What follows belongs to an exercise in optimizing a design on an open flow for small area and a short achievable clock period; a production flow would make more cautious choices.
RTL that was checked went through simulation tests only; none was proved equivalent to the original.
Function not checked in runs 1 to 3: the RTL went through the layout flow alone.
Power is estimated from default activity; no workload was simulated.

==> design/flow/design.v <==
`default_nettype none
package ldpc_types_pkg;
    typedef logic signed [8-1:0] llr_t;
    typedef logic [8-1:0] mag_t;
    typedef logic [6-1:0] loc_t;
    typedef struct packed {
        llr_t a0;
        llr_t a1;
        llr_t a2;
        llr_t a3;
        llr_t a4;
        llr_t a5;
    } llr_row_t;
    typedef mag_t [7:0] mag_vec_t;
endpackage
`default_nettype wire
`default_nettype none
package ldpc_axil_pkg;
    typedef logic [31:0] axil_addr_t;
    typedef logic [31:0] axil_data_t;
    typedef logic [1:0]  axil_resp_t;
    localparam axil_resp_t AXIL_OKAY   = 2'd0;
    localparam axil_resp_t AXIL_SLVERR = 2'd2;
    typedef struct packed {
        axil_addr_t awaddr;
        logic       awvalid;
        axil_data_t wdata;
        logic [3:0] wstrb;
        logic       wvalid;
        logic       bready;
        axil_addr_t araddr;
        logic       arvalid;
        logic       rready;
    } axil_req_t;
    typedef struct packed {
        logic       awready;
        logic       wready;
        logic       bvalid;
        axil_resp_t bresp;
        logic       arready;
        logic       rvalid;
        axil_data_t rdata;
        axil_resp_t rresp;
    } axil_rsp_t;
endpackage
`default_nettype wire
`timescale 1ns/10ps
`default_nettype none
module ldpc_minsigner (
    input  wire logic        i_clock,
    input  wire logic        i_reset,
    input  wire logic [47:0] i_row,
    input  wire logic        i_valid,
    input  wire logic [8:0]  i_neg_offset,
    output      logic [47:0] o_row,
    output      logic        o_valid
);
function automatic less8(input [7:0] a, input [7:0] b);
    less8 = 1'b0;
    for (int i = 0; i < 8; i++) begin
        less8 = (~a[i] & b[i]) | ((~a[i] | b[i]) & less8);
    end
endfunction
logic [7:0]  key_in [6];
logic        lt_in  [6][6];    
always_comb begin
    for (int i = 0; i < 6; i++) begin
        key_in[i] = {i_row[(5-i)*8 +: 7] ^ {7{i_row[(5-i)*8+7]}}, i_row[(5-i)*8+7]};
    end
    for (int j = 0; j < 6; j++) begin
        for (int k = 0; k < 6; k++) begin
            lt_in[j][k] = (j > k) ? less8(key_in[j], key_in[k]) : 1'b0;
        end
    end
end
logic [7:0]  key_s1 [6];
logic        lt_s1  [6][6];
always_ff @(posedge i_clock) begin
    for (int i = 0; i < 6; i++) begin
        key_s1[i] <= key_in[i];
    end
    for (int j = 1; j < 6; j++) begin
        for (int k = 0; k < j; k++) begin
            lt_s1[j][k] <= lt_in[j][k];
        end
    end
end
logic [5:0]  beats  [6];
logic [5:0]  is_min;
logic [5:0]  is_sec;
logic [7:0]  min1_key;
logic [7:0]  min2_key;
logic        parity;
always_comb begin
    for (int j = 0; j < 6; j++) begin
        for (int k = 0; k < 6; k++) begin
            if (j == k)     beats[j][k] = 1'b1;
            else if (j > k) beats[j][k] = lt_s1[j][k];
            else            beats[j][k] = ~lt_s1[k][j];
        end
    end
    for (int j = 0; j < 6; j++) begin
        is_min[j] = &beats[j];
    end
    for (int j = 0; j < 6; j++) begin
        is_sec[j] = ~is_min[j] & (&(beats[j] | is_min));
    end
    min1_key = '0;
    min2_key = '0;
    parity   = 1'b0;
    for (int j = 0; j < 6; j++) begin
        min1_key = min1_key | ({8{is_min[j]}} & key_s1[j]);
        min2_key = min2_key | ({8{is_sec[j]}} & key_s1[j]);
        parity   = parity ^ key_s1[j][0];
    end
end
logic [7:0]  key1_s2;
logic [7:0]  key2_s2;
logic [5:0]  loc_s2;
logic [5:0]  sign_s2;
always_ff @(posedge i_clock) begin
    key1_s2 <= min1_key;
    key2_s2 <= min2_key;
    loc_s2  <= is_min;
    for (int i = 0; i < 6; i++) begin
        sign_s2[i] <= parity ^ key_s1[i][0];
    end
end
logic [8:0]  dif1;
logic [8:0]  dif2;
logic [7:0]  cor1_s3;
logic [7:0]  cor2_s3;
logic [5:0]  loc_s3;
logic [5:0]  sign_s3;
always_comb begin
    dif1 = {2'b0, key1_s2[7:1]} + i_neg_offset + {8'b0, key1_s2[0]};
    dif2 = {2'b0, key2_s2[7:1]} + i_neg_offset + {8'b0, key2_s2[0]};
end
always_ff @(posedge i_clock) begin
    cor1_s3 <= dif1[8] ? 8'd0 : dif1[7:0];
    cor2_s3 <= dif2[8] ? 8'd0 : dif2[7:0];
    loc_s3  <= loc_s2;
    sign_s3 <= sign_s2;
end
logic [7:0]  neg1;
logic [7:0]  neg2;
logic [47:0] row_out;
always_comb begin
    neg1 = -cor1_s3;
    neg2 = -cor2_s3;
    for (int i = 0; i < 6; i++) begin
        row_out[(5-i)*8 +: 8] = loc_s3[i] ? (sign_s3[i] ? neg2 : cor2_s3)
                                          : (sign_s3[i] ? neg1 : cor1_s3);
    end
end
always_ff @(posedge i_clock) begin
    o_row <= row_out;
end
logic [2:0]  valid_sr;
always_ff @(posedge i_clock) begin
    if (i_reset) begin
        valid_sr <= '0;
        o_valid  <= 1'b0;
    end else begin
        valid_sr <= {valid_sr[1:0], i_valid};
        o_valid  <= valid_sr[2];
    end
end
endmodule
`default_nettype wire
`timescale 1ns/10ps
`default_nettype none
module ldpc_ctrl_regs (
    input  wire logic        i_clock,
    input  wire logic        i_reset,
    input  wire logic [31:0] i_awaddr,
    input  wire logic        i_awvalid,
    output      logic        o_awready,
    input  wire logic [31:0] i_wdata,
    input  wire logic [3:0]  i_wstrb,
    input  wire logic        i_wvalid,
    output      logic        o_wready,
    output      logic        o_bvalid,
    output      logic [1:0]  o_bresp,
    input  wire logic        i_bready,
    input  wire logic [31:0] i_araddr,
    input  wire logic        i_arvalid,
    output      logic        o_arready,
    output      logic        o_rvalid,
    output      logic [31:0] o_rdata,
    output      logic [1:0]  o_rresp,
    input  wire logic        i_rready,
    input  wire logic        i_row_done,
    output      logic [8:0]  o_neg_offset
);
logic        aw_ready;
logic        ar_ready;
logic        b_valid;
logic        r_valid;
logic        b_err;
logic        r_err;
logic [31:0] r_data;
logic [31:0] row_count;
logic [7:0]  neg_offset;     
logic [7:0]  wr_neg;
assign wr_neg = -i_wdata[7:0];
always_ff @(posedge i_clock) begin
    if (i_reset) begin
        aw_ready <= 1'b0;
        b_valid  <= 1'b0;
        neg_offset <= '0;
    end else begin
        aw_ready <= 1'b0;
        if (aw_ready) begin
            b_valid <= 1'b1;
            if (i_awaddr == 32'h0000_0000 && i_wstrb[0]) begin
                neg_offset <= wr_neg;
            end
        end else if (b_valid) begin
            if (i_bready) begin
                b_valid <= 1'b0;
            end
        end else if (i_awvalid && i_wvalid) begin
            aw_ready <= 1'b1;
        end
    end
end
always_ff @(posedge i_clock) begin
    if (aw_ready) begin
        b_err <= i_awaddr != 32'h0000_0000;
    end
end
always_ff @(posedge i_clock) begin
    if (i_reset) begin
        ar_ready <= 1'b0;
        r_valid  <= 1'b0;
    end else begin
        ar_ready <= 1'b0;
        if (ar_ready) begin
            r_valid <= 1'b1;
        end else if (r_valid) begin
            if (i_rready) begin
                r_valid <= 1'b0;
            end
        end else if (i_arvalid) begin
            ar_ready <= 1'b1;
        end
    end
end
always_ff @(posedge i_clock) begin
    if (ar_ready) begin
        r_err <= 1'b0;
        case (i_araddr)
            32'h0000_0000: r_data <= {24'b0, -neg_offset};
            32'h0000_0004:   r_data <= row_count;
            default: begin
                r_data <= '0;
                r_err  <= 1'b1;
            end
        endcase
    end
end
always_ff @(posedge i_clock) begin
    if (i_reset) begin
        row_count <= '0;
    end else if (i_row_done) begin
        row_count <= row_count + 1'b1;
    end
end
assign o_awready = aw_ready;
assign o_wready  = aw_ready;
assign o_bvalid  = b_valid;
assign o_bresp   = {b_err, 1'b0};
assign o_arready = ar_ready;
assign o_rvalid  = r_valid;
assign o_rdata   = r_data;
assign o_rresp   = {r_err, 1'b0};
assign o_neg_offset = {|neg_offset, neg_offset};
endmodule
`default_nettype wire
`timescale 1ns/10ps
`default_nettype none
module ldpc_check_node (
    input  wire logic        i_clock,
    input  wire logic        i_reset,
    input  wire logic [47:0] i_row,
    input  wire logic        i_valid,
    output      logic [47:0] o_row,
    output      logic        o_valid,
    input  wire logic [31:0] s_axil_awaddr,
    input  wire logic        s_axil_awvalid,
    output      logic        s_axil_awready,
    input  wire logic [31:0] s_axil_wdata,
    input  wire logic [3:0]  s_axil_wstrb,
    input  wire logic        s_axil_wvalid,
    output      logic        s_axil_wready,
    output      logic        s_axil_bvalid,
    output      logic [1:0]  s_axil_bresp,
    input  wire logic        s_axil_bready,
    input  wire logic [31:0] s_axil_araddr,
    input  wire logic        s_axil_arvalid,
    output      logic        s_axil_arready,
    output      logic        s_axil_rvalid,
    output      logic [31:0] s_axil_rdata,
    output      logic [1:0]  s_axil_rresp,
    input  wire logic        s_axil_rready
);
logic [8:0] neg_offset;
ldpc_ctrl_regs u_ctrl_regs (
    .i_clock    (i_clock),
    .i_reset    (i_reset),
    .i_awaddr   (s_axil_awaddr),
    .i_awvalid  (s_axil_awvalid),
    .o_awready  (s_axil_awready),
    .i_wdata    (s_axil_wdata),
    .i_wstrb    (s_axil_wstrb),
    .i_wvalid   (s_axil_wvalid),
    .o_wready   (s_axil_wready),
    .o_bvalid   (s_axil_bvalid),
    .o_bresp    (s_axil_bresp),
    .i_bready   (s_axil_bready),
    .i_araddr   (s_axil_araddr),
    .i_arvalid  (s_axil_arvalid),
    .o_arready  (s_axil_arready),
    .o_rvalid   (s_axil_rvalid),
    .o_rdata    (s_axil_rdata),
    .o_rresp    (s_axil_rresp),
    .i_rready   (s_axil_rready),
    .i_row_done (o_valid),
    .o_neg_offset (neg_offset)
);
ldpc_minsigner u_minsigner (
    .i_clock  (i_clock),
    .i_reset  (i_reset),
    .i_row    (i_row),
    .i_valid  (i_valid),
    .i_neg_offset (neg_offset),
    .o_row    (o_row),
    .o_valid  (o_valid)
);
endmodule
`default_nettype wire
==> design/flow/flow/run.sh <==
#!/bin/bash
# Standard layout (the standard.sh, all of ORFS's output in standard.log) with:
#  - plain buf_1 cells on the ports instead of the clkdlybuf4s50 delay cell that
#    buffer_ports picks by default (the resizer upsizes them where timing needs it),
#  - CTS without dummy loads.
export BUFFER_PORTS_ARGS="-buffer_cell sky130_fd_sc_hd__buf_1"
export CTS_ARGS="-sink_clustering_enable -repair_clock_nets -sink_clustering_size 16 -sink_clustering_max_diameter 60 -buf_list sky130_fd_sc_hd__clkbuf_8 -dont_use_dummy_load"
bash standard.sh > standard.log 2>&1
==> design/flow/standard.sh <==
#!/bin/bash
# synth_recipe.tcl (not shown) runs the flow's synth.tcl, then flattens the netlist and writes it again
# the make line also repeats each setting of config.mk as NAME=value (left out here)
make -C /OpenROAD-flow-scripts/flow DESIGN_CONFIG=/design/flow/config.mk WORK_HOME=/design/flow/orfs CLKGATE_MAP_FILE= SYNTH_SCRIPT=/design/flow/synth_recipe.tcl "${@:-finish}"
==> design/flow/config.mk <==
export PLATFORM = sky130hd
export DESIGN_NAME = ldpc_check_node
export DESIGN_NICKNAME = ldpc_check_node
export VERILOG_FILES = /design/flow/design.v
export SDC_FILE = /design/flow/constraint.sdc
export NUM_CORES = 4
export LEC_CHECK = 0
export ABC_AREA = 1
export CAP_MARGIN = 20
export CORE_MARGIN = 2
export CORE_UTILIZATION = 55
export CTS_BUF_LIST = sky130_fd_sc_hd__clkbuf_8
export CTS_CLUSTER_DIAMETER = 60
export CTS_CLUSTER_SIZE = 16
export SETUP_SLACK_MARGIN = 2.1
export SLEW_MARGIN = 20
==> design/flow/constraint.sdc <==
create_clock -name core_clock -period 4.0 [get_ports {i_clock}]
set_input_delay 0.8000 -clock core_clock [delete_from_list [all_inputs] [get_ports {i_clock}]]
set_output_delay 0.8000 -clock core_clock [all_outputs]
set_load 0.01 [all_outputs]
==> results of run 1 <==
==> final cells by class <==
cell class / instances / area share
tap: 285 / 0.02409
sequential: 249 / 0.3616
clock buffer: 23 / 0.02138
multi-input combinational: 1193 / 0.4501
inverter: 232 / 0.06035
timing repair buffer: 258 / 0.08250
==> worst max-delay path: cells and delay by family (launching register included) <==
kind | cells | cell delay (ns)
flip-flops | 1 | 0.36
buffers and inverters | 2 | 0.24
==> per-stage QoR <==
step           total power, µW  cell area (µm²)  utilization  hold slack, ns  cells
2_1_floorplan             4917            12840            -          0.3096   1719
3_3_place_gp              5726            13800       0.6095          0.3120   2182
3_5_place_dp              5759            13800       0.6095          0.3121   2182
4_1_cts                   7075            14350       0.6340          0.3211   2217
5_1_grt                   7612            14800       0.6538          0.3200   2240
6_report                  7190            14800       0.6538          0.3171   2240
==> logic make-up (layout without fill, tap and decap cells) <==
family | count (synthesis) | after routing
other | 1 | 2
DFF | 249 | 249
AOI/OAI and AO/OA | 311 | 311
adders and majority gates | 21 | 21
and+or+nand+nor | 790 | 790
buffers and inverters | 277 | 513
xor gates and xnor gates | 69 | 69
==> report_power, final <==
group | leakage, µW | internal (µW) | total (µW) | switching (µW)
Combinational | 0.00415 | 882 | 2580 | 1700
Clock | 0.000165 | 513 | 1270 | 756
Sequential | 0.00210 | 3000 | 3340 | 339
==> sequential cells by signal, summed over array words and instances, names as in the netlist, 3 cells and up <==
name and flops:
u_ctrl_regs.neg_offset 8, u_ctrl_regs.r_data 32, u_ctrl_regs.row_count 32, u_minsigner.cor1_s3 8
u_minsigner.cor2_s3 8, u_minsigner.key1_s2 8, u_minsigner.key2_s2 8, u_minsigner.key_s1 48
u_minsigner.loc_s2 6, u_minsigner.loc_s3 6, u_minsigner.lt_s1 15, u_minsigner.o_row 48
u_minsigner.sign_s2 6, u_minsigner.sign_s3 6, u_minsigner.valid_sr 3
==> metal layers <==
layer	global-route usage	routed length (µm)	vias up
met2	0.4960	17630	502
met5	0	0	-
met1	0.3400	14180	5491
met3	0.03306	2363	74
met4	0.1162	1032	0
li1	-	-	6101
==> layout by cell type (no fill, tap or decap), drive strengths merged, types with 5 or more instances in the layout <==
cell type and n:
nand2 359, buf 240, inv 225, nor2 217, dfxtp 215, o21ai 147, nand3 116, o22ai 74
a21oi 58, nor3 45, xnor2 41, clkbuf 40, edfxtp 34, xor2 28, nand4 17, ha 17
nor4 17, or2 8, a221oi 7, o21bai 6, o2111ai 5, o211ai 5
==> worst max path at each step <==
stage                                          from                           endpoint  slack [ns]  depth (start not counted)
finish              u_ctrl_regs.ar_ready$_SDFF_PP0_                     s_axil_arready        2.05                          2
global route         u_minsigner.key2_s2[0]$_DFF_P_  u_minsigner.cor2_s3[7]$_SDFF_PP0_        1.92                         12
CTS                 u_ctrl_regs.ar_ready$_SDFF_PP0_                     s_axil_arready        1.91                          2
detailed placement                        i_row[15]      u_minsigner.lt_s1[24]$_DFF_P_        1.32                         10
global placement                          i_row[15]      u_minsigner.lt_s1[25]$_DFF_P_        1.35                         12
floorplan                          s_axil_araddr[3]   u_ctrl_regs.r_data[23]$_DFFE_PP_        2.00                          8
==> what timing repair did <==
action / CTS / global route
setup buffers: 11 / 23
endpoints found under the setup margin: 49 / 95
resized for setup: 41 / 82
pin swaps: 7 / 19
gates cloned: 1 / 0
==> results.json, run 1 <==
{
  "synth-edff-count": 34,
  "clk_pin_slew_ns": 0.09,
  "synth_fa_ha_area_frac": 0.02303,
  "cp.required_ns": 3.20,
  "synth_mux_area_frac": 0,
  "finalCritPeriodShare": 0.4875,
  "drt_iter0_drc": 830,
  "synth_top_cell_by_area": "dfxtp_1",
  "h-tree-depth": 1,
  "cp.arrival_ns": 1.15,
  "tns_ns": 0,
  "vias_per_cell": 5.432,
  "synth_top_family_by_area": "simple AND/OR/NAND/NOR gates",
  "cp_slowest_stage_delay_ns": 0.36,
  "fin_ws_ns": 2.050,
  "tightest_slew_ns": 0.6772,
  "layout.nets": 2134,
  "synth_ff_type": "dfxtp_1",
  "cp-end-kind": "primary output",
  "clk_latency_ns": 0.56,
  "cp_slowest_cell": "dfxtp_4",
  "cts_buffer_depth": 3,
  "start_util": 0.5615,
  "wl_per_cell_um": 15.72,
  "hold-path-cell-count": 0,
  "yosys_warnings": 7,
  "cts_root_buf": "clkbuf_8",
  "maxSlewViolCount": 0,
  "min_to": "u_minsigner.sign_s3[0]$_DFF_P_",
  "dp_hpwl_um": 26230,
  "yosys-top-cells-count": "nand2_1, dfxtp_1, inv_1",
  "ys_seq_area_frac": 0.4189,
  "timing.rr.end": "u_minsigner.cor2_s3[7]$_SDFF_PP0_",
  "die_x_um": 156.0,
  "hp-start": "u_minsigner.sign_s2[0]$_DFF_P_",
  "avgSynthCellArea_um2": 7.399,
  "grt.overflow.total": 0,
  "leakage_uw": 0.006412,
  "synthArstFlopShare": 0,
  "cts_hold_buf": 0,
  "synthSimpleGateAreaFrac": 0.2701,
  "drive_gt1_frac": 0.1243,
  "ys_seq_elements": 249,
  "detail-route-antenna-nets": 0,
  "regToRegSetupSlack_ns": 2.11,
  "grt_pass1_wl_um": 54420,
  "status": "finished clean",
  "p_per_area_nw_per_um2": 485.7,
  "die_area_um2": 24350,
  "hold_viol": 0,
  "seq_area_um2": 5353,
  "finalCriticalPeriod_ns": 1.950,
  "setup_viol": 0,
  "rows": 55,
  "cts_tree": "done",
  "grt_pass1_vias": 10970,
  "grt_max_degree": 32,
  "synthTopCellsByArea": "dfxtp_1, nand2_1, edfxtp_1, inv_1, nor2_1",
  "synth.distinct_cells": 56,
  "place_congestion": 0.9252,
  "critPathKind": "flop to primary output",
  "worst_setup_path_start_kind": "flop",
  "synth_top_area_share": 0.3386,
  "n_antenna_cell": 0,
  "cts_buffers": 23,
  "grt_setup_unrepaired": "true",
  "track_usage": 0.2780,
  "drc_errors": 0,
  "chipHeight_um": 156.0,
  "clock.fmax_mhz": 512.8,
  "cp_cell_sequence": "buf_12 > buf_6",
  "synth_compound_area_frac": 0.1394,
  "syn-instance-count": 1718,
  "ioPinCount": 246,
  "io_buffers": 216,
  "hold_path.class": "flop to flop",
  "area.growth.synth_to_final_pct": 16.45,
  "multi_input_area_um2": 6663,
  "slew-limit-headroom": 0.5445,
  "finalClockSkew_ns": 0.04200,
  "coreArea_um2": 22640,
  "synthMostInstantiatedCell": "nand2_1",
  "antenna_found_initial": 0,
  "r2r_cells": 12,
  "crit_fanout": 7,
  "timing.rr.start": "u_minsigner.key2_s2[0]$_DFF_P_",
  "place_ws_ns": 1.317,
  "n_fill_cell": 2069,
  "cap_violations": 0,
  "syn_area_um2": 12710,
  "synthXorXnorAreaFrac": 0.06053,
  "routed_wirelength_um": 35210,
  "firstDrtPassIters": 5,
  "vias": 12170,
  "ir_worst_vdd_uv": 287.0,
  "cts.sinks": 249
}
==> inputs of run 2 (changes only) <==
--- a/design/flow/flow/run.sh
+++ b/design/flow/flow/run.sh
@@ -5,4 +5,4 @@
 #  - CTS without dummy loads.
 export BUFFER_PORTS_ARGS="-buffer_cell sky130_fd_sc_hd__buf_1"
-export CTS_ARGS="-sink_clustering_enable -repair_clock_nets -sink_clustering_size 16 -sink_clustering_max_diameter 60 -buf_list sky130_fd_sc_hd__clkbuf_8 -dont_use_dummy_load"
+export CTS_ARGS="-sink_clustering_enable -repair_clock_nets -sink_clustering_size 32 -sink_clustering_max_diameter 100 -buf_list sky130_fd_sc_hd__clkbuf_16 -dont_use_dummy_load"
 bash standard.sh > standard.log 2>&1
--- a/design/flow/config.mk
+++ b/design/flow/config.mk
@@ -10,7 +10,4 @@
 export CORE_MARGIN = 2
 export CORE_UTILIZATION = 55
-export CTS_BUF_LIST = sky130_fd_sc_hd__clkbuf_8
-export CTS_CLUSTER_DIAMETER = 60
-export CTS_CLUSTER_SIZE = 16
 export SETUP_SLACK_MARGIN = 2.1
 export SLEW_MARGIN = 20
==> results.json, run 2 <==
{
  "ys_seq_elements": 249,
  "cts_tree": "done",
  "critPathKind": "flop to flop",
  "yosys-top-cells-count": "nand2_1, dfxtp_1, inv_1",
  "place_ws_ns": 1.317,
  "die_x_um": 156.0,
  "layout.nets": 2115,
  "ioPinCount": 246,
  "crit_fanout": 3,
  "synth.distinct_cells": 56,
  "path_buf_inv": 2,
  "p_per_area_nw_per_um2": 486.0,
  "synth_ff_type": "dfxtp_1",
  "drc_errors": 0,
  "wl_per_cell_um": 15.68,
  "met3_usage": 0.02833,
  "grt_pass1_vias": 10900,
  "tightest_slew_ns": 0.6837,
  "regToRegSetupSlack_ns": 2.09,
  "ys_seq_area_frac": 0.4189,
  "setup_viol": 0,
  "drive_gt1_frac": 0.1059,
  "grt_setup_unrepaired": "true",
  "grt.overflow.total": 0,
  "synthArstFlopShare": 0,
  "cp.required_ns": 4.41,
  "die_area_um2": 24350,
  "met2_usage": 0.4901,
  "synth-edff-count": 34,
  "clk_latency_ns": 0.48,
  "rows": 55,
  "grt_pass1_wl_um": 53680,
  "finalCritPeriodShare": 0.4787,
  "grt_use_met1": 0.3376,
  "hold_viol": 0,
  "drt_iter0_drc": 887,
  "clk_pin_slew_ns": 0.12,
  "r2r_cells": 12,
  "leakage_uw": 0.006301,
  "cts_buffers": 11,
  "io_buffers": 216,
  "status": "finished clean",
  "reg_top3": "u_minsigner.key_s1 (48), u_minsigner.o_row (48)",
  "finalClockSkew_ns": 0.02357,
  "cts_buffer_depth": 3,
  "avgSynthCellArea_um2": 7.399,
  "final_common_cell": "nand2_1",
  "coreArea_um2": 22640,
  "cap_violations": 0,
  "syn_area_um2": 12710,
  "vias_per_cell": 5.431,
  "cts.sinks": 249,
  "firstDrtPassIters": 6,
  "fin_ws_ns": 2.085,
  "hold_path.class": "flop to flop",
  "cp_slowest_cell": "dfxtp_2",
  "top_usage_layer": "met2",
  "tns_ns": 0,
  "grt_max_degree": 33,
  "synthMostInstantiatedCell": "nand2_1",
  "cp-end-kind": "flop",
  "hp-start": "u_minsigner.loc_s2[3]$_DFF_P_",
  "worst_setup_path_start_kind": "flop",
  "ir_worst_vdd_uv": 270.2,
  "antenna_found_initial": 0,
  "syn-instance-count": 1718,
  "detail-route-antenna-nets": 0,
  "cp_top_family": "adder cells",
  "cp_slowest_stage_delay_ns": 0.37,
  "slew-limit-headroom": 0.5401,
  "clock.fmax_mhz": 522.3,
  "vias": 12060,
  "cts_hold_buf": 0,
  "path_common_cell": "a21oi_1",
  "cp_cell_sequence": "inv_4 > fa_2 > inv_2 > fa_2 > nand3_2 > nand2_2 > a21oi_1 > o21bai_1 > nand2_1 > nand2_1 > a21oi_1 > a21oi_1",
  "hold-path-cell-count": 0,
  "track_usage": 0.2730,
  "place_congestion": 0.9252,
  "h-tree-depth": 1,
  "maxSlewViolCount": 0,
  "dp_hpwl_um": 26230,
  "area.growth.synth_to_final_pct": 16.09,
  "timing.rr.end": "u_minsigner.cor2_s3[7]$_SDFF_PP0_",
  "synth_top_area_share": 0.3386,
  "min_to": "u_minsigner.loc_s3[3]$_DFF_P_",
  "cts_root_buf": "clkbuf_16",
  "synthTopCellsByArea": "dfxtp_1, nand2_1, edfxtp_1, inv_1, nor2_1",
  "cp.arrival_ns": 2.32,
  "timing.rr.start": "u_ctrl_regs.neg_offset[0]$_SDFFE_PP0P_",
  "routed_wirelength_um": 34830,
  "final_cell_mix": "nand2_1, buf_1, dfxtp_1",
  "start_util": 0.5615,
  "yosys_warnings": 7,
  "chipHeight_um": 156.0,
  "synth_top_cell_by_area": "dfxtp_1",
  "finalCriticalPeriod_ns": 1.915,
  "n_antenna_cell": 0
}
[run 2: kinds of logic (layout without fill, tap and decap cells)]
logic type | after synthesis | in the layout | share of synthesized area
flops | 249 | 249 | 0.4189
other cells | 1 | 2 | 0.0002950
compound gates | 311 | 311 | 0.1394
xor+xnor | 69 | 69 | 0.06053
simple gates | 790 | 791 | 0.2701
buf+inv | 277 | 493 | 0.08779
fa+ha+maj | 21 | 21 | 0.02303
[run 2: how the worst max path moves through the flow]
stage / slack, ns / from / cells after the start / endpoint
global placement: 1.35 / i_row[15] / 12 / u_minsigner.lt_s1[25]$_DFF_P_
floorplan: 2.00 / s_axil_araddr[3] / 8 / u_ctrl_regs.r_data[23]$_DFFE_PP_
detailed placement: 1.32 / i_row[15] / 10 / u_minsigner.lt_s1[24]$_DFF_P_
global route: 1.92 / u_ctrl_regs.neg_offset[0]$_SDFFE_PP0P_ / 12 / u_minsigner.cor2_s3[7]$_SDFF_PP0_
finish: 2.09 / u_ctrl_regs.neg_offset[0]$_SDFFE_PP0P_ / 12 / u_minsigner.cor2_s3[7]$_SDFF_PP0_
CTS: 2.09 / u_ctrl_regs.neg_offset[0]$_SDFFE_PP0P_ / 12 / u_minsigner.cor2_s3[5]$_SDFF_PP0_
[run 2: final cells by class]
type,count,area (µm²)
Fill cell,2055,7883
Sequential cell,249,5346
Multi-Input combinational cell,1194,6745
Clock buffer,11,275.3
Inverter,232,895.9
Timing Repair Buffer,250,1139
Tap cell,285,356.6
[run 2: worst register-to-register path, stage by stage, from the launching register on]
cell      delay (ns)
dfxtp_2         0.37
inv_4           0.05
fa_2            0.34
inv_2           0.08
fa_2            0.22
nand3_2         0.10
nand2_2         0.09
a21oi_1         0.06
o21bai_1        0.19
nand2_1         0.10
nand2_1         0.07
a21oi_1         0.05
a21oi_1         0.12
[run 2: metal layers]
metal / wire, µm / vias to the layer above / share of wire
li1: - / 6080 / -
met1: 14160 / 5436 / 0.41
met2: 17540 / 469 / 0.50
met3: 2189 / 77 / 0.063
met4: 940 / 0 / 0.027
met5: 0 / - / 0
[run 2: report_power, final]
group          internal [µW]  switching, µW
Combinational            899           1720
Sequential              3000            340
Clock                    500            711
[run 2: repair_timing]
action	in CTS	in global routing
endpoints found under the setup margin	57	88
resized for setup	47	67
buffers inserted	8	18
pin swaps	8	18
cloned	1	1
[run 2: metrics by stage]
stage / std cells / power, µW / utilization / instance area (µm²) / hold slack [ns]
5_1_grt: 2221 / 7582 / 0.6518 / 14760 / 0.3264
3_3_place_gp: 2182 / 5726 / 0.6095 / 13800 / 0.3120
2_1_floorplan: 1719 / 4917 / - / 12840 / 0.3096
6_report: 2221 / 7172 / 0.6518 / 14760 / 0.3204
3_5_place_dp: 2182 / 5759 / 0.6095 / 13800 / 0.3121
4_1_cts: 2202 / 7006 / 0.6331 / 14330 / 0.3238
==> inputs of run 3 (changes only) <==
--- a/design/flow/design.v
+++ b/design/flow/design.v
@@ -54,5 +54,6 @@
     input  wire logic [8:0]  i_neg_offset,
     output      logic [47:0] o_row,
-    output      logic        o_valid
+    output      logic        o_valid,
+    output      logic        o_done_early
 );
 function automatic less8(input [7:0] a, input [7:0] b);
@@ -167,4 +168,5 @@
     end
 end
+assign o_done_early = valid_sr[2];
 endmodule
 `default_nettype wire
@@ -198,59 +200,67 @@
 logic        b_valid;
 logic        r_valid;
+logic        r_open;        
 logic        b_err;
 logic        r_err;
+logic        off_wr;        
 logic [31:0] r_data;
 logic [31:0] row_count;
-logic [7:0]  neg_offset;     
+logic [7:0]  neg_offset;    
 logic [7:0]  wr_neg;
+logic [7:0]  rd_off;
+logic        aw_take;
+logic        ar_take;
 assign wr_neg = -i_wdata[7:0];
+assign rd_off = -neg_offset;
+assign aw_take = ~aw_ready & ~b_valid & i_awvalid & i_wvalid;
 always_ff @(posedge i_clock) begin
     if (i_reset) begin
         aw_ready <= 1'b0;
+        off_wr   <= 1'b0;
         b_valid  <= 1'b0;
-        neg_offset <= '0;
     end else begin
-        aw_ready <= 1'b0;
+        aw_ready <= aw_take;
+        off_wr   <= aw_take && i_awaddr == 32'h0000_0000 && i_wstrb[0];
         if (aw_ready) begin
             b_valid <= 1'b1;
-            if (i_awaddr == 32'h0000_0000 && i_wstrb[0]) begin
-                neg_offset <= wr_neg;
-            end
-        end else if (b_valid) begin
-            if (i_bready) begin
-                b_valid <= 1'b0;
-            end
-        end else if (i_awvalid && i_wvalid) begin
-            aw_ready <= 1'b1;
+        end else if (i_bready) begin
+            b_valid <= 1'b0;
         end
     end
 end
 always_ff @(posedge i_clock) begin
-    if (aw_ready) begin
+    if (i_reset) begin
+        neg_offset <= '0;
+    end else if (off_wr) begin
+        neg_offset <= wr_neg;
+    end
+end
+always_ff @(posedge i_clock) begin
+    if (~b_valid) begin
         b_err <= i_awaddr != 32'h0000_0000;
     end
 end
+assign ar_take = ~ar_ready & ~r_valid & i_arvalid;
 always_ff @(posedge i_clock) begin
     if (i_reset) begin
         ar_ready <= 1'b0;
         r_valid  <= 1'b0;
+        r_open   <= 1'b1;
     end else begin
-        ar_ready <= 1'b0;
+        ar_ready <= ar_take;
         if (ar_ready) begin
             r_valid <= 1'b1;
-        end else if (r_valid) begin
-            if (i_rready) begin
-                r_valid <= 1'b0;
-            end
-        end else if (i_arvalid) begin
-            ar_ready <= 1'b1;
+            r_open  <= 1'b0;
+        end else if (i_rready) begin
+            r_valid <= 1'b0;
+            r_open  <= 1'b1;
         end
     end
 end
 always_ff @(posedge i_clock) begin
-    if (ar_ready) begin
+    if (r_open) begin
         r_err <= 1'b0;
         case (i_araddr)
-            32'h0000_0000: r_data <= {24'b0, -neg_offset};
+            32'h0000_0000: r_data <= {24'b0, rd_off};
             32'h0000_0004:   r_data <= row_count;
             default: begin
@@ -307,4 +317,5 @@
 );
 logic [8:0] neg_offset;
+logic       row_done;
 ldpc_ctrl_regs u_ctrl_regs (
     .i_clock    (i_clock),
@@ -327,5 +338,5 @@
     .o_rresp    (s_axil_rresp),
     .i_rready   (s_axil_rready),
-    .i_row_done (o_valid),
+    .i_row_done (row_done),
     .o_neg_offset (neg_offset)
 );
@@ -337,5 +348,6 @@
     .i_neg_offset (neg_offset),
     .o_row    (o_row),
-    .o_valid  (o_valid)
+    .o_valid  (o_valid),
+    .o_done_early (row_done)
 );
 endmodule
==> design/flow/flow/run.sh (replaced) <==
#!/bin/bash
# Standard layout (the standard.sh, all of ORFS's output in standard.log) with:
#  - plain buf_1 cells on the ports instead of the clkdlybuf4s50 delay cell that
#    buffer_ports picks by default (the resizer upsizes them where timing needs it),
#  - CTS without dummy loads.
export BUFFER_PORTS_ARGS="-buffer_cell sky130_fd_sc_hd__buf_1"
export CTS_ARGS="-sink_clustering_enable -repair_clock_nets -sink_clustering_size 16 -sink_clustering_max_diameter 60 -buf_list sky130_fd_sc_hd__clkbuf_8 -dont_use_dummy_load"
bash standard.sh > standard.log 2>&1
--- a/design/flow/config.mk
+++ b/design/flow/config.mk
@@ -10,4 +10,7 @@
 export CORE_MARGIN = 2
 export CORE_UTILIZATION = 55
+export CTS_BUF_LIST = sky130_fd_sc_hd__clkbuf_8
+export CTS_CLUSTER_DIAMETER = 60
+export CTS_CLUSTER_SIZE = 16
 export SETUP_SLACK_MARGIN = 2.1
 export SLEW_MARGIN = 20
==> results.json, run 3 <==
{
  "status": "finished clean",
  "leakage_uw": 0.006328,
  "detail-route-antenna-nets": 0,
  "hold_path.class": "flop to flop",
  "coreArea_um2": 22500,
  "synth_fa_ha_area_frac": 0.02339,
  "ioPinCount": 246,
  "finalClockSkew_ns": 0.05323,
  "timing.rr.end": "u_minsigner.cor1_s3[4]$_SDFF_PP0_",
  "synthArstFlopShare": 0,
  "cts_root_buf": "clkbuf_8",
  "synth_top_cell_by_area": "dfxtp_1",
  "syn-instance-count": 1683,
  "hold_viol": 0,
  "layout.nets": 2098,
  "antenna_found_initial": 0,
  "cap_violations": 0,
  "min_to": "u_minsigner.sign_s3[0]$_DFF_P_",
  "dpl_cell_area_um2": 13620,
  "chipHeight_um": 154.9,
  "wl_per_cell_um": 15.18,
  "setup_viol": 0,
  "synth.distinct_cells": 51,
  "synthTopCellsByArea": "dfxtp_1, nand2_1, edfxtp_1, inv_1, nor2_1",
  "maxSlewViolCount": 0,
  "finalInstanceArea_um2": 14650,
  "final_common_cell": "nand2_1",
  "worst_setup_path_start_kind": "flop",
  "syn_area_um2": 12520,
  "seq_area_um2": 5380,
  "grt.overflow.total": 0,
  "cts_tree": "done",
  "firstDrtPassIters": 6,
  "synth_mux_area_frac": 0,
  "vias_per_cell": 5.435,
  "track_usage": 0.2741,
  "rows": 55,
  "die_area_um2": 23980,
  "regToRegSetupSlack_ns": 1.94,
  "ir_worst_vdd_uv": 330.7,
  "synth_top_area_share": 0.3471,
  "slew-limit-headroom": 0.5152,
  "grt_setup_unrepaired": "true",
  "multi_input_area_um2": 6599,
  "drive_gt1_frac": 0.1136,
  "drc_errors": 0,
  "finalCritPeriodShare": 0.5160,
  "finalCriticalPeriod_ns": 2.064,
  "io_buffers": 216,
  "clk_latency_ns": 0.53,
  "place_congestion": 0.9078,
  "ys_seq_elements": 251,
  "n_fill_cell": 2096,
  "p_per_area_nw_per_um2": 476.4,
  "clk_pin_slew_ns": 0.09,
  "synthSimpleGateAreaFrac": 0.2590,
  "synth-edff-count": 34,
  "cp-end-kind": "flop",
  "synth_ff_type": "dfxtp_1",
  "die_x_um": 154.9,
  "routed_wirelength_um": 33450,
  "area.growth.synth_to_final_pct": 17.02,
  "cts_buffer_depth": 3,
  "yosys-top-cells-count": "nand2_1, dfxtp_1, inv_1",
  "synth_top_family_by_area": "simple AND/OR/NAND/NOR gates",
  "tns_ns": 0,
  "start_util": 0.5562,
  "hold-path-cell-count": 0,
  "cts_buffers": 21,
  "avgSynthCellArea_um2": 7.437,
  "timing.rr.start": "u_ctrl_regs.neg_offset[0]$_SDFFE_PP0P_",
  "yosys_warnings": 7,
  "synthMostInstantiatedCell": "nand2_1",
  "clock.fmax_mhz": 484.5,
  "dp_hpwl_um": 25340,
  "grt_pass1_vias": 11250,
  "grt_max_degree": 31,
  "hp-start": "u_minsigner.sign_s2[0]$_DFF_P_",
  "cp.required_ns": 4.42,
  "cts_hold_buf": 0,
  "r2r_cells": 14,
  "n_antenna_cell": 0,
  "cp.arrival_ns": 2.48,
  "crit_fanout": 2,
  "cts.sinks": 251,
  "critPathKind": "flop to flop",
  "reg_top3": "u_minsigner.key_s1 (48), u_minsigner.o_row (48)",
  "tightest_slew_ns": 0.7264,
  "ys_seq_area_frac": 0.4286,
  "grt_pass1_wl_um": 53900,
  "final_cell_mix": "nand2_1, dfxtp_1, buf_1",
  "synth_compound_area_frac": 0.1408,
  "h-tree-depth": 1,
  "vias": 11980,
  "drt_iter0_drc": 864,
  "synthXorXnorAreaFrac": 0.06277
}
[run 3: worst max-delay path by stage]
stage                                           startpoint                                end  slack (ns)  depth (start not counted)
detailed placement                               i_row[31]      u_minsigner.lt_s1[20]$_DFF_P_        1.24                          8
floorplan                                 s_axil_araddr[3]   u_ctrl_regs.r_data[10]$_DFFE_PP_        2.06                          7
global placement                                 i_row[31]      u_minsigner.lt_s1[20]$_DFF_P_        1.25                          8
finish              u_ctrl_regs.neg_offset[0]$_SDFFE_PP0P_  u_minsigner.cor1_s3[4]$_SDFF_PP0_        1.94                         14
global route        u_ctrl_regs.neg_offset[0]$_SDFFE_PP0P_  u_minsigner.cor1_s3[2]$_SDFF_PP0_        1.85                         14
CTS                         u_minsigner.key1_s2[1]$_DFF_P_  u_minsigner.cor1_s3[1]$_SDFF_PP0_        1.94                         14
[run 3: through the flow]
| step | setup WS, ns | hold slack [ns] | instances | total power (µW) | utilization |
|---|---|---|---|---|---|
| global route | 1.850 | 0.3417 | 2204 | 7404 | 0.6509 |
| CTS | 1.937 | 0.3334 | 2191 | 6905 | 0.6326 |
| floorplan | 2.059 | 0.3096 | 1684 | 4905 | - |
| detailed placement | 1.244 | 0.3121 | 2151 | 5670 | 0.6053 |
| global placement | 1.255 | 0.3099 | 2151 | 5630 | 0.6053 |
| finish | 1.936 | 0.3318 | 2204 | 6978 | 0.6509 |
[run 3: layout make-up]
type / count / area share
clock buffers: 21 / 0.01973
inverters: 229 / 0.05962
multi-input cells: 1162 / 0.4505
flip-flops and latches: 251 / 0.3673
well taps: 285 / 0.02434
repair buffers: 256 / 0.07850
[run 3: power by group]
part           internal, µW  total, µW  leakage [µW]  switching, µW
clock                   471       1200      0.000151            734
sequential             3020       3340       0.00220            318
combinational           831       2440       0.00398           1600
total                  4320       6980       0.00633           2660
[run 3: metal layers]
layer	part of all wire	GRT usage	vias up
met5	0	0	-
met4	0.041	0.1287	0
met3	0.060	0.02981	120
met2	0.49	0.4872	494
met1	0.41	0.3333	5376
li1	-	-	5989
[run 3: worst max-delay path, stage by stage, from the launching register on]
cell and delay [ns]:
dfxtp_4 0.37, inv_4 0.04, fa_2 0.37, inv_2 0.07, fa_2 0.20, nand3_2 0.08, nand3_2 0.08, nand2_2 0.06
buf_6 0.11, buf_4 0.11, buf_4 0.12, buf_4 0.13, buf_6 0.10, nand3_2 0.07, inv_1 0.04
[run 3: timing repair]
action / in CTS / in global routing
gates resized for setup: 46 / 84
pin swaps: 15 / 30
buffers inserted: 19 / 13
endpoints found under the setup margin: 43 / 74
[run 3: cells by family (layout without fill, tap and decap cells)]
logic type	count (synthesis)	count (layout)
buffers and inverters	271	506
AO/OA/AOI/OAI	310	310
adder cells (fa/ha/maj)	21	21
XOR/XNOR	76	76
AND/OR/NAND/NOR	753	753
other	1	2
flip-flops	251	251
==> inputs of run 4 (changes only) <==
--- a/design/flow/design.v
+++ b/design/flow/design.v
@@ -47,4 +47,37 @@
 `timescale 1ns/10ps
 `default_nettype none
+module ldpc_add #(
+    parameter int WIDTH = 4
+) (
+    input  wire logic [WIDTH-1:0] i_a,
+    input  wire logic [WIDTH-1:0] i_b,
+    input  wire logic             i_carry,
+    output      logic [WIDTH-1:0] o_sum,
+    output      logic             o_carry
+);
+logic [WIDTH:0] gen;
+logic [WIDTH:0] pro;
+logic [WIDTH:0] gen_n;
+logic [WIDTH:0] pro_n;
+always_comb begin
+    gen = {i_a & i_b, i_carry};
+    pro = {i_a | i_b, 1'b0};
+    for (int d = 1; d <= WIDTH; d = d * 2) begin
+        gen_n = gen;
+        pro_n = pro;
+        for (int i = d; i <= WIDTH; i++) begin
+            gen_n[i] = gen[i] | (pro[i] & gen[i-d]);
+            pro_n[i] = pro[i] & pro[i-d];
+        end
+        gen = gen_n;
+        pro = pro_n;
+    end
+end
+assign o_sum   = i_a ^ (i_b ^ gen[WIDTH-1:0]);
+assign o_carry = gen[WIDTH];
+endmodule
+`default_nettype wire
+`timescale 1ns/10ps
+`default_nettype none
 module ldpc_minsigner (
     input  wire logic        i_clock,
@@ -128,17 +161,29 @@
     end
 end
-logic [8:0]  dif1;
-logic [8:0]  dif2;
 logic [7:0]  cor1_s3;
 logic [7:0]  cor2_s3;
 logic [5:0]  loc_s3;
 logic [5:0]  sign_s3;
-always_comb begin
-    dif1 = {2'b0, key1_s2[7:1]} + i_neg_offset + {8'b0, key1_s2[0]};
-    dif2 = {2'b0, key2_s2[7:1]} + i_neg_offset + {8'b0, key2_s2[0]};
-end
+logic [7:0]  sum1;
+logic [7:0]  sum2;
+logic        carry1;
+logic        carry2;
+ldpc_add #(.WIDTH(8)) u_add1 (
+    .i_a     ({1'b0, key1_s2[7:1]}),
+    .i_b     (i_neg_offset[7:0]),
+    .i_carry (key1_s2[0]),
+    .o_sum   (sum1),
+    .o_carry (carry1)
+);
+ldpc_add #(.WIDTH(8)) u_add2 (
+    .i_a     ({1'b0, key2_s2[7:1]}),
+    .i_b     (i_neg_offset[7:0]),
+    .i_carry (key2_s2[0]),
+    .o_sum   (sum2),
+    .o_carry (carry2)
+);
 always_ff @(posedge i_clock) begin
-    cor1_s3 <= dif1[8] ? 8'd0 : dif1[7:0];
-    cor2_s3 <= dif2[8] ? 8'd0 : dif2[7:0];
+    cor1_s3 <= (i_neg_offset[8] & ~carry1) ? 8'd0 : sum1;
+    cor2_s3 <= (i_neg_offset[8] & ~carry2) ? 8'd0 : sum2;
     loc_s3  <= loc_s2;
     sign_s3 <= sign_s2;
--- a/design/flow/config.mk
+++ b/design/flow/config.mk
@@ -13,4 +13,4 @@
 export CTS_CLUSTER_DIAMETER = 60
 export CTS_CLUSTER_SIZE = 16
-export SETUP_SLACK_MARGIN = 2.1
+export SETUP_SLACK_MARGIN = 2.25
 export SLEW_MARGIN = 20
==> results.json, run 4 <==
{
  "p_comb_frac": 0.381,
  "power.total_uw": 7431,
  "drc_errors": 0,
  "chipHeight_um": 157.7,
  "cp_slowest_stage_delay_ns": 0.44,
  "finalCritPeriodShare": 0.4835,
  "r2r_cells": 8,
  "tns_ns": 0,
  "die_x_um": 157.7,
  "synth_compound_area_frac": 0.1393,
  "dpl_cell_area_um2": 14310,
  "p_int_uw": 4665,
  "power_frac_clock": 0.159,
  "synthArstFlopShare": 0,
  "grt_pass1_vias": 11160,
  "hold-path-cell-count": 0,
  "drive_gt1_frac": 0.2103,
  "synth_mux_area_frac": 0,
  "cp.arrival_ns": 1.13,
  "hold_viol": 0,
  "cts_buffers": 20,
  "n_antenna_cell": 0,
  "vias": 12280,
  "n_fill_cell": 1974,
  "cap_violations": 0,
  "cts_tree": "done",
  "setup_viol": 0,
  "finalClockSkew_ns": 0.03117,
  "layout.nets": 2148,
  "leakage_uw": 0.007093,
  "ioPinCount": 246,
  "reg_top3": "u_minsigner.key_s1 (48), u_minsigner.o_row (48)",
  "synthTopCellsByArea": "dfxtp_1, nand2_1, edfxtp_1, inv_1, o21ai_0",
  "switching_share": 0.3723,
  "cp.depth": 1,
  "final_common_cell": "nand2_1",
  "status": "finished clean",
  "avgSynthCellArea_um2": 7.504,
  "ys_seq_area_frac": 0.4128,
  "syn_area_um2": 13000,
  "cts.sinks": 251,
  "routed_wirelength_um": 35160,
  "vias_per_cell": 5.336,
  "wl_per_cell_um": 15.27,
  "power_frac_seq": 0.460,
  "grt.overflow.total": 0,
  "maxSlewViolCount": 0,
  "cts_root_buf": "clkbuf_8",
  "synthMostInstantiatedCell": "nand2_1",
  "synth_top_cell_by_area": "dfxtp_1",
  "synth_ff_type": "dfxtp_1",
  "grt_max_degree": 30,
  "coreArea_um2": 23330,
  "cp_cell_sequence": "clkbuf_2",
  "stdcell_count": 2302,
  "h-tree-depth": 1,
  "area.growth.synth_to_final_pct": 21.92,
  "detail-route-antenna-nets": 0,
  "start_util": 0.5571,
  "p_per_area_nw_per_um2": 469.0,
  "path_buf_inv": 1,
  "yosys_warnings": 8,
  "ir_worst_vdd_uv": 310.6,
  "synth_fa_ha_area_frac": 0.007894,
  "grt_pass1_wl_um": 53850,
  "cp_top_family": "flip-flops",
  "ys_seq_elements": 251,
  "synthSimpleGateAreaFrac": 0.2805,
  "cts_buffer_depth": 3,
  "place_congestion": 0.9088,
  "worst_setup_path_start_kind": "flop",
  "synth_top_area_share": 0.3342,
  "final_cell_mix": "nand2_1, inv_1, nor2_1",
  "track_usage": 0.2692,
  "die_area_um2": 24880,
  "syn-instance-count": 1732,
  "finalInstanceArea_um2": 15850,
  "cp.required_ns": 3.20,
  "switching_power_uw": 2767,
  "tightest_slew_ns": 0.5532,
  "rows": 56,
  "synth_top_family_by_area": "simple AND/OR/NAND/NOR gates",
  "yosys-top-cells-count": "nand2_1, dfxtp_1, inv_1",
  "dp_cells": 2230,
  "slew-limit-headroom": 0.6285,
  "crit_fanout": 1,
  "synth.distinct_cells": 62,
  "drt_iter0_drc": 680,
  "grt_setup_unrepaired": "true",
  "synthXorXnorAreaFrac": 0.07143,
  "firstDrtPassIters": 5,
  "io_buffers": 216,
  "synth-edff-count": 34,
  "clock.fmax_mhz": 517.1,
  "clk_latency_ns": 0.52,
  "dp_hpwl_um": 26680,
  "cp_slowest_cell": "edfxtp_1",
  "cp-end-kind": "primary output",
  "finalCriticalPeriod_ns": 1.934,
  "antenna_found_initial": 0,
  "critPathKind": "flop to primary output",
  "hold_path.class": "flop to flop",
  "clk_pin_slew_ns": 0.10
}
-- run 4: cell families (layout without fill, tap and decap cells) --
family | count (synthesis) | count (layout)
AO/OA/AOI/OAI | 314 | 314
adder cells (fa/ha/maj) | 7 | 7
AND/OR/NAND/NOR | 796 | 796
flip-flops | 251 | 251
other | 1 | 2
buffers and inverters | 278 | 528
XOR/XNOR | 85 | 85
-- run 4: area by class of cell --
type | count | area (µm²) | area share
Sequential cell | 251 | 5446 | 0.3437
Multi-Input combinational cell | 1204 | 7196 | 0.4541
Inverter | 230 | 893.4 | 0.05638
Tap cell | 319 | 399.1 | 0.02519
Clock buffer | 20 | 275.3 | 0.01737
Timing Repair Buffer | 278 | 1637 | 0.1033
-- run 4: what timing repair did --
action | CTS | global route
gates resized for setup | 118 | 169
pin swaps | 16 | 33
setup buffers | 23 | 28
hold buffers | 0 | 0
setup endpoints to repair | 176 | 178
cloned | 0 | 1
-- run 4: stage by stage --
step                hold WS, ns  setup WS, ns  utilization
floorplan                0.3096         1.989            -
global placement         0.3119         1.320       0.6134
detailed placement       0.3121         1.244       0.6134
CTS                      0.3337         2.050       0.6465
global route             0.3415         2.038       0.6792
finish                   0.3334         2.066       0.6792
-- run 4: path summary, 6_finish.rpt --
kind / start / end / slack, ns
worst max-delay path: u_ctrl_regs.r_data[6]$_DFFE_PP_ / s_axil_rdata[6] / 2.07
worst min-delay path: u_minsigner.sign_s2[4]$_DFF_P_ / u_minsigner.sign_s3[4]$_DFF_P_ / 0.33
worst max register to register: u_minsigner.cor2_s3[1]$_SDFF_PP0_ / u_minsigner.o_row[38]$_DFF_P_ / 2.26
worst min register to register: u_minsigner.sign_s2[4]$_DFF_P_ / u_minsigner.sign_s3[4]$_DFF_P_ / 0.33
-- run 4: power groups by stage --
stage	sequential (µW)	clock, µW	combinational [µW]
3_5_place_dp	3410	0	2380
6_report	3420	1180	2830
5_1_grt	3480	1320	3130
2_1_floorplan	3400	0	1620
4_1_cts	3360	1230	2560
3_3_place_gp	3400	0	2350
-- run 4: metal layers --
metal | vias up | part of all wire | global-route usage
li1 | 6166 | - | -
met1 | 5553 | 0.39 | 0.3125
met2 | 455 | 0.51 | 0.4961
met3 | 110 | 0.048 | 0.02327
met4 | 0 | 0.045 | 0.1320
met5 | - | 0 | 0
==> inputs of run 5 (changes only) <==
--- a/design/flow/config.mk
+++ b/design/flow/config.mk
@@ -13,4 +13,4 @@
 export CTS_CLUSTER_DIAMETER = 60
 export CTS_CLUSTER_SIZE = 16
-export SETUP_SLACK_MARGIN = 2.25
+export SETUP_SLACK_MARGIN = 2.0
 export SLEW_MARGIN = 20
==> results.json, run 5 <==
{
  "synthXorXnorAreaFrac": 0.07143,
  "synth_ff_type": "dfxtp_1",
  "clk_latency_ns": 0.54,
  "start_util": 0.5571,
  "grt_pass1_wl_um": 53660,
  "r2r_cells": 9,
  "yosys_warnings": 8,
  "vias": 11960,
  "place_congestion": 0.9190,
  "grt_max_degree": 30,
  "stdcell_count": 2257,
  "p_int_uw": 4306,
  "synth-edff-count": 34,
  "grt.overflow.total": 0,
  "die_area_um2": 24880,
  "leakage_uw": 0.006360,
  "setup_viol": 0,
  "synthMostInstantiatedCell": "nand2_1",
  "hp-start": "u_minsigner.loc_s2[4]$_DFF_P_",
  "clock.fmax_mhz": 516.8,
  "ys_seq_area_frac": 0.4128,
  "die_x_um": 157.7,
  "tns_ns": 0,
  "dp_cells": 2230,
  "cts_tree": "done",
  "cp.required_ns": 4.48,
  "detailroute.wirelength.met3_um": 1863,
  "grt_pass1_vias": 10910,
  "final_common_cell": "nand2_1",
  "avgSynthCellArea_um2": 7.504,
  "ioPinCount": 246,
  "cts.sinks": 251,
  "cts_buffers": 20,
  "drive_gt1_frac": 0.08927,
  "timing.rr.end": "u_minsigner.key2_s2[1]$_DFF_P_",
  "chipHeight_um": 157.7,
  "synth_fa_ha_area_frac": 0.007894,
  "rows": 56,
  "track_usage": 0.2682,
  "final_cell_mix": "nand2_1, dfxtp_1, inv_1, buf_1, nor2_1",
  "maxSlewViolCount": 0,
  "reg_top3": "u_minsigner.key_s1 (48), u_minsigner.o_row (48)",
  "finalCriticalPeriod_ns": 1.935,
  "hold_path.class": "flop to flop",
  "wl_per_cell_um": 14.96,
  "finalCritPeriodShare": 0.4837,
  "cts_hold_buf": 0,
  "tightest_slew_ns": 0.8124,
  "grt_setup_unrepaired": "true",
  "layout.nets": 2103,
  "n_antenna_cell": 0,
  "critPathKind": "flop to flop",
  "synthArstFlopShare": 0,
  "cp.arrival_ns": 2.41,
  "hold-path-cell-count": 0,
  "crit_fanout": 7,
  "syn_area_um2": 13000,
  "wl_met1_um": 13570,
  "power_frac_clock": 0.171,
  "detail-route-antenna-nets": 0,
  "synth_top_cell_by_area": "dfxtp_1",
  "top_layer": "met4",
  "synth_mux_area_frac": 0,
  "synthTopCellsByArea": "dfxtp_1, nand2_1, edfxtp_1, inv_1, o21ai_0",
  "drt_iter0_drc": 715,
  "synthSimpleGateAreaFrac": 0.2805,
  "wl_met2_um": 16910,
  "cts_buffer_depth": 3,
  "slew-limit-headroom": 0.4578,
  "regToRegSetupSlack_ns": 2.07,
  "status": "finished clean",
  "synth_top_family_by_area": "simple AND/OR/NAND/NOR gates",
  "worst_setup_path_start_kind": "flop",
  "syn-instance-count": 1732,
  "io_buffers": 216,
  "antenna_found_initial": 0,
  "synth_compound_area_frac": 0.1393,
  "synth_top_area_share": 0.3342,
  "p_per_area_nw_per_um2": 477.2,
  "min_to": "u_minsigner.loc_s3[4]$_DFF_P_",
  "firstDrtPassIters": 5,
  "switching_power_uw": 2650,
  "cap_violations": 0,
  "p_comb_frac": 0.346,
  "vias_per_cell": 5.298,
  "finalClockSkew_ns": 0.03699,
  "drc_errors": 0,
  "power_frac_seq": 0.482,
  "routed_wirelength_um": 33760,
  "h-tree-depth": 1,
  "ir_worst_vdd_uv": 245.1,
  "switching_share": 0.3810,
  "cts_root_buf": "clkbuf_8",
  "coreArea_um2": 23330,
  "timing.rr.start": "u_minsigner.lt_s1[34]$_DFF_P_",
  "clk_pin_slew_ns": 0.09,
  "yosys-top-cells-count": "nand2_1, dfxtp_1, inv_1",
  "cp-end-kind": "flop",
  "ys_seq_elements": 251,
  "synth.distinct_cells": 62,
  "area.growth.synth_to_final_pct": 12.17,
  "hold_viol": 0,
  "dp_hpwl_um": 26530
}
==> run 5: cell counts after synthesis <==
Identical to the previous run, type by type.
==> run 5: metal layers <==
layer	GRT usage	up-vias
met5	0	-
met3	0.03230	107
li1	-	6067
met2	0.4843	407
met1	0.3189	5376
met4	0.1186	0
==> run 5: area by class of cell <==
| class | instances | area [µm²] |
|---|---|---|
| timing repair buffer | 233 | 948.4 |
| clock buffer | 20 | 275.3 |
| tap | 319 | 399.1 |
| fill | 2183 | 8753 |
| sequential | 251 | 5369 |
| inverter | 230 | 874.6 |
| multi-input combinational | 1204 | 6713 |
==> run 5: cell families (layout without fill, tap and decap cells) <==
kind of cell,count (synthesis),in the layout
AO/OA/AOI/OAI,314,314
XOR/XNOR,85,85
adder cells (fa/ha/maj),7,7
buffers and inverters,278,483
flip-flops,251,251
other,1,2
AND/OR/NAND/NOR,796,796
==> run 5: what timing repair did <==
item / CTS / global route
gates resized for setup: 23 / 24
setup buffers: 3 / 4
gates cloned: 0 / 0
pin swaps: 2 / 5
setup endpoints to repair: 36 / 33
==> run 5: stage by stage <==
stage	power, µW	cell area, µm²	utilization	setup slack (ns)	hold WS, ns
after detailed placement	5741	14050	0.6021	1.164	0.3121
final	6957	14580	0.6248	2.065	0.3328
after global placement	5703	14050	0.6021	1.168	0.3124
after CTS	6941	14420	0.6181	2.000	0.3340
after floorplan	4984	13050	-	1.989	0.3096
after global routing	7454	14580	0.6248	1.965	0.3415
==> run 5: worst max-delay path, cell delays in order, from the launching register on <==
cell	delay, ns
dfxtp_1	0.43
nand4_1	0.20
nor2_4	0.28
inv_2	0.16
nand2_1	0.08
o211ai_1	0.14
buf_4	0.20
nor3_1	0.23
nor2_1	0.08
nand2_1	0.08
==> run 5: worst max-delay path by stage <==
stage | startpoint | end | slack (ns) | cells past startpoint
CTS | i_row[47] | u_minsigner.lt_s1[18]$_DFF_P_ | 2.00 | 12
floorplan | s_axil_araddr[3] | u_ctrl_regs.r_data[24]$_DFFE_PP_ | 1.99 | 7
global route | u_minsigner.lt_s1[34]$_DFF_P_ | u_minsigner.key2_s2[7]$_DFF_P_ | 1.96 | 10
global placement | i_row[39] | u_minsigner.lt_s1[13]$_DFF_P_ | 1.17 | 12
finish | u_minsigner.lt_s1[34]$_DFF_P_ | u_minsigner.key2_s2[1]$_DFF_P_ | 2.07 | 9
detailed placement | i_row[39] | u_minsigner.lt_s1[13]$_DFF_P_ | 1.16 | 12
==> run 5: power groups by stage <==
stage               registers [µW]  logic (µW)  clock network [µW]
floorplan                     3400        1590                   0
global placement              3400        2300                   0
detailed placement            3410        2330                   0
CTS                           3350        2350                1240
global route                  3420        2700                1340
finish                        3360        2410                1190
==> inputs of run 6 (changes only) <==
--- a/design/flow/config.mk
+++ b/design/flow/config.mk
@@ -9,8 +9,8 @@
 export CAP_MARGIN = 20
 export CORE_MARGIN = 2
-export CORE_UTILIZATION = 55
+export CORE_UTILIZATION = 65
 export CTS_BUF_LIST = sky130_fd_sc_hd__clkbuf_8
 export CTS_CLUSTER_DIAMETER = 60
 export CTS_CLUSTER_SIZE = 16
-export SETUP_SLACK_MARGIN = 2.0
+export SETUP_SLACK_MARGIN = 2.1
 export SLEW_MARGIN = 20
==> results.json, run 6 <==
{
  "cp_cell_sequence": "clkbuf_2",
  "finalCriticalPeriod_ns": 1.874,
  "dp_hpwl_um": 25670,
  "slew-limit-headroom": 0.4689,
  "ys_seq_area_frac": 0.4128,
  "synthArstFlopShare": 0,
  "rows": 51,
  "cap_violations": 0,
  "timing.rr.start": "u_minsigner.lt_s1[34]$_DFF_P_",
  "cp-startpoint": "u_ctrl_regs.b_err$_DFFE_PN_",
  "io_buffers": 216,
  "hold_path.class": "flop to flop",
  "cts_tree": "done",
  "synth.distinct_cells": 62,
  "ir_worst_vdd_uv": 249.3,
  "wl_per_cell_um": 15.28,
  "cp.depth": 1,
  "hold_viol": 0,
  "grt.overflow.total": 0,
  "drt_iter0_drc": 1046,
  "reg_top3": "u_minsigner.key_s1 (48), u_minsigner.o_row (48)",
  "routed_wirelength_um": 33930,
  "die_x_um": 145.4,
  "synth_top_cell_by_area": "dfxtp_1",
  "synthTopCellsByArea": "dfxtp_1, nand2_1, edfxtp_1, inv_1, o21ai_0",
  "leakage_uw": 0.006493,
  "hold_ws_ns": 0.3261,
  "worst_setup_path_start_kind": "flop",
  "syn_area_um2": 13000,
  "synth_top_area_share": 0.3342,
  "ys_seq_elements": 251,
  "cp_slowest_cell": "edfxtp_1",
  "cp_top_family": "flip-flops",
  "tightest_slew_ns": 0.7958,
  "track_usage": 0.3063,
  "dpl_cell_area_um2": 14030,
  "r2r_cells": 9,
  "cts_buffer_depth": 3,
  "final_cell_mix": "nand2_1, inv_1, buf_1",
  "crit_fanout": 1,
  "path_buf_inv": 1,
  "die_area_um2": 21140,
  "synthMostInstantiatedCell": "nand2_1",
  "ioPinCount": 246,
  "cp-end-kind": "primary output",
  "finalCritPeriodShare": 0.4686,
  "avgSynthCellArea_um2": 7.504,
  "dp_cells": 2175,
  "coreArea_um2": 19530,
  "firstDrtPassIters": 6,
  "cp_slowest_stage_delay_ns": 0.39,
  "regToRegSetupSlack_ns": 2.17,
  "layout.nets": 2120,
  "clock.fmax_mhz": 533.5,
  "critPathKind": "flop to primary output",
  "cts_hold_buf": 0,
  "finalInstanceArea_um2": 14790,
  "start_util": 0.6656,
  "drc_errors": 0,
  "n_fill_cell": 1538,
  "p_per_area_nw_per_um2": 475.7,
  "chipHeight_um": 145.4,
  "grt_pass1_wl_um": 54200,
  "vias_per_cell": 5.593,
  "stdcell_count": 2220,
  "maxSlewViolCount": 0,
  "cp.arrival_ns": 1.07,
  "status": "finished clean",
  "finalClockSkew_ns": 0.04352,
  "drive_gt1_frac": 0.1115,
  "syn-instance-count": 1732,
  "clk_latency_ns": 0.54,
  "setup_viol": 0,
  "cts_buffers": 20,
  "cp.required_ns": 3.20,
  "cts.sinks": 251,
  "grt_setup_unrepaired": "true",
  "cp-endpoint": "s_axil_bresp[1]",
  "place_congestion": 0.9334,
  "cts_root_buf": "clkbuf_8",
  "synth-edff-count": 34,
  "h-tree-depth": 1,
  "timing.rr.end": "u_minsigner.key2_s2[1]$_DFF_P_",
  "yosys_warnings": 8,
  "final_util": 0.7572,
  "yosys-top-cells-count": "nand2_1, dfxtp_1, inv_1",
  "clk_pin_slew_ns": 0.11,
  "synth_ff_type": "dfxtp_1",
  "final_common_cell": "nand2_1",
  "area.growth.synth_to_final_pct": 13.76,
  "n_antenna_cell": 0,
  "vias": 12420,
  "tns_ns": 0,
  "grt_pass1_vias": 11380,
  "detail-route-antenna-nets": 0,
  "grt_max_degree": 32,
  "antenna_found_initial": 0
}
-- run 6: cell counts after synthesis --
No cell type changed its count.
-- run 6: through the flow --
step                total power, µW  setup slack (ns)
finish                         7033             2.126
global route                   7452             2.064
CTS                            6923             2.102
detailed placement             5728             1.330
global placement               5656             1.335
floorplan                      4988             1.989
-- run 6: repair_timing --
action                     in CTS  in global routing
pin swaps                       8                 12
setup buffers                  11                 14
resized for setup              23                 55
setup endpoints to repair      47                 58
gates cloned                    0                  0
-- run 6: final cells by class --
cell class	count	area, µm²	share of cell area
clock buffers	20	275.3	0.01862
inverters	230	875.8	0.05924
multi-input cells	1204	6813	0.4608
flip-flops and latches	251	5385	0.3642
well taps	265	331.6	0.02243
repair buffers	250	1105	0.07472
-- run 6: logic make-up after synthesis --
logic type,share of synthesized area
flops,0.4128
compound gates,0.1393
buf+inv,0.08779
other cells,0.0002885
simple gates,0.2805
fa+ha+maj,0.007894
xor+xnor,0.07143
-- run 6: worst min path at each step --
stage / start / to / slack, ns / depth (start not counted)
after floorplan: u_minsigner.loc_s2[0]$_DFF_P_ / u_minsigner.loc_s3[0]$_DFF_P_ / 0.31 / 0
after global placement: u_minsigner.loc_s2[1]$_DFF_P_ / u_minsigner.loc_s3[1]$_DFF_P_ / 0.31 / 0
after CTS: u_minsigner.sign_s2[0]$_DFF_P_ / u_minsigner.sign_s3[0]$_DFF_P_ / 0.33 / 0
after detailed placement: u_minsigner.loc_s2[2]$_DFF_P_ / u_minsigner.loc_s3[2]$_DFF_P_ / 0.31 / 0
after global routing: u_minsigner.loc_s2[3]$_DFF_P_ / u_minsigner.loc_s3[3]$_DFF_P_ / 0.34 / 0
final: u_minsigner.sign_s2[0]$_DFF_P_ / u_minsigner.sign_s3[0]$_DFF_P_ / 0.33 / 0
-- run 6: report_power, final --
group / switching, µW / internal [µW] / leakage [µW]
Combinational: 1610 / 866 / 0.00415
Sequential: 346 / 3030 / 0.00220
Clock: 739 / 449 / 0.000144
-- run 6: layer usage --
metal / up-vias / track usage / routed length [µm]
li1: 6097 / - / -
met1: 5599 / 0.3671 / 12930
met2: 619 / 0.5583 / 17270
met3: 101 / 0.03292 / 2425
met4: 0 / 0.1314 / 1305
met5: - / 0 / 0

==> separate check: timing with driven ports <==
Ports are ideal in the flow. The routed layouts listed here were re-timed in OpenROAD.
Step 1 (the two cells are an assumption about what drives the block):
set clk [get_ports {i_clock}]
set_driving_cell -lib_cell sky130_fd_sc_hd__clkbuf_16 $clk
set_driving_cell -lib_cell sky130_fd_sc_hd__buf_2 [delete_from_list [all_inputs] $clk]
Step 2 also shifts input and output timing later by t, the mid clock arrival at the registers, as if the neighbouring blocks saw the same clock.
Slacks: no drivers / after step 1 / after step 2; pairs: no drivers / after step 1.
run | t (ns) | setup WS [ns] | hold WS [ns] | pins driven straight from the clock port
run 1 | 0.587 | 2.050 / 2.002 / 1.618 | 0.317 / 0.317 / 0.317 | 1
run 2 | 0.518 | 2.085 / 2.074 / 1.705 | 0.320 / 0.320 / 0.320 | 1
run 3 | 0.560 | 1.936 / 1.936 / 1.630 | 0.332 / 0.332 / 0.332 | 1
run 4 | 0.555 | 2.066 / 2.023 / 1.718 | 0.333 / 0.333 / 0.333 | 1
run 5 | 0.569 | 2.065 / 2.049 / 1.563 | 0.333 / 0.333 / 0.333 | 1
run 6 | 0.564 | 2.126 / 2.081 / 1.615 | 0.326 / 0.326 / 0.326 | 1
After both steps setup and hold are still met in every run listed. For run 6, which loses most, drivers alone change the setup slack by -0.045 ns; drivers and shift together by -0.511 ns.
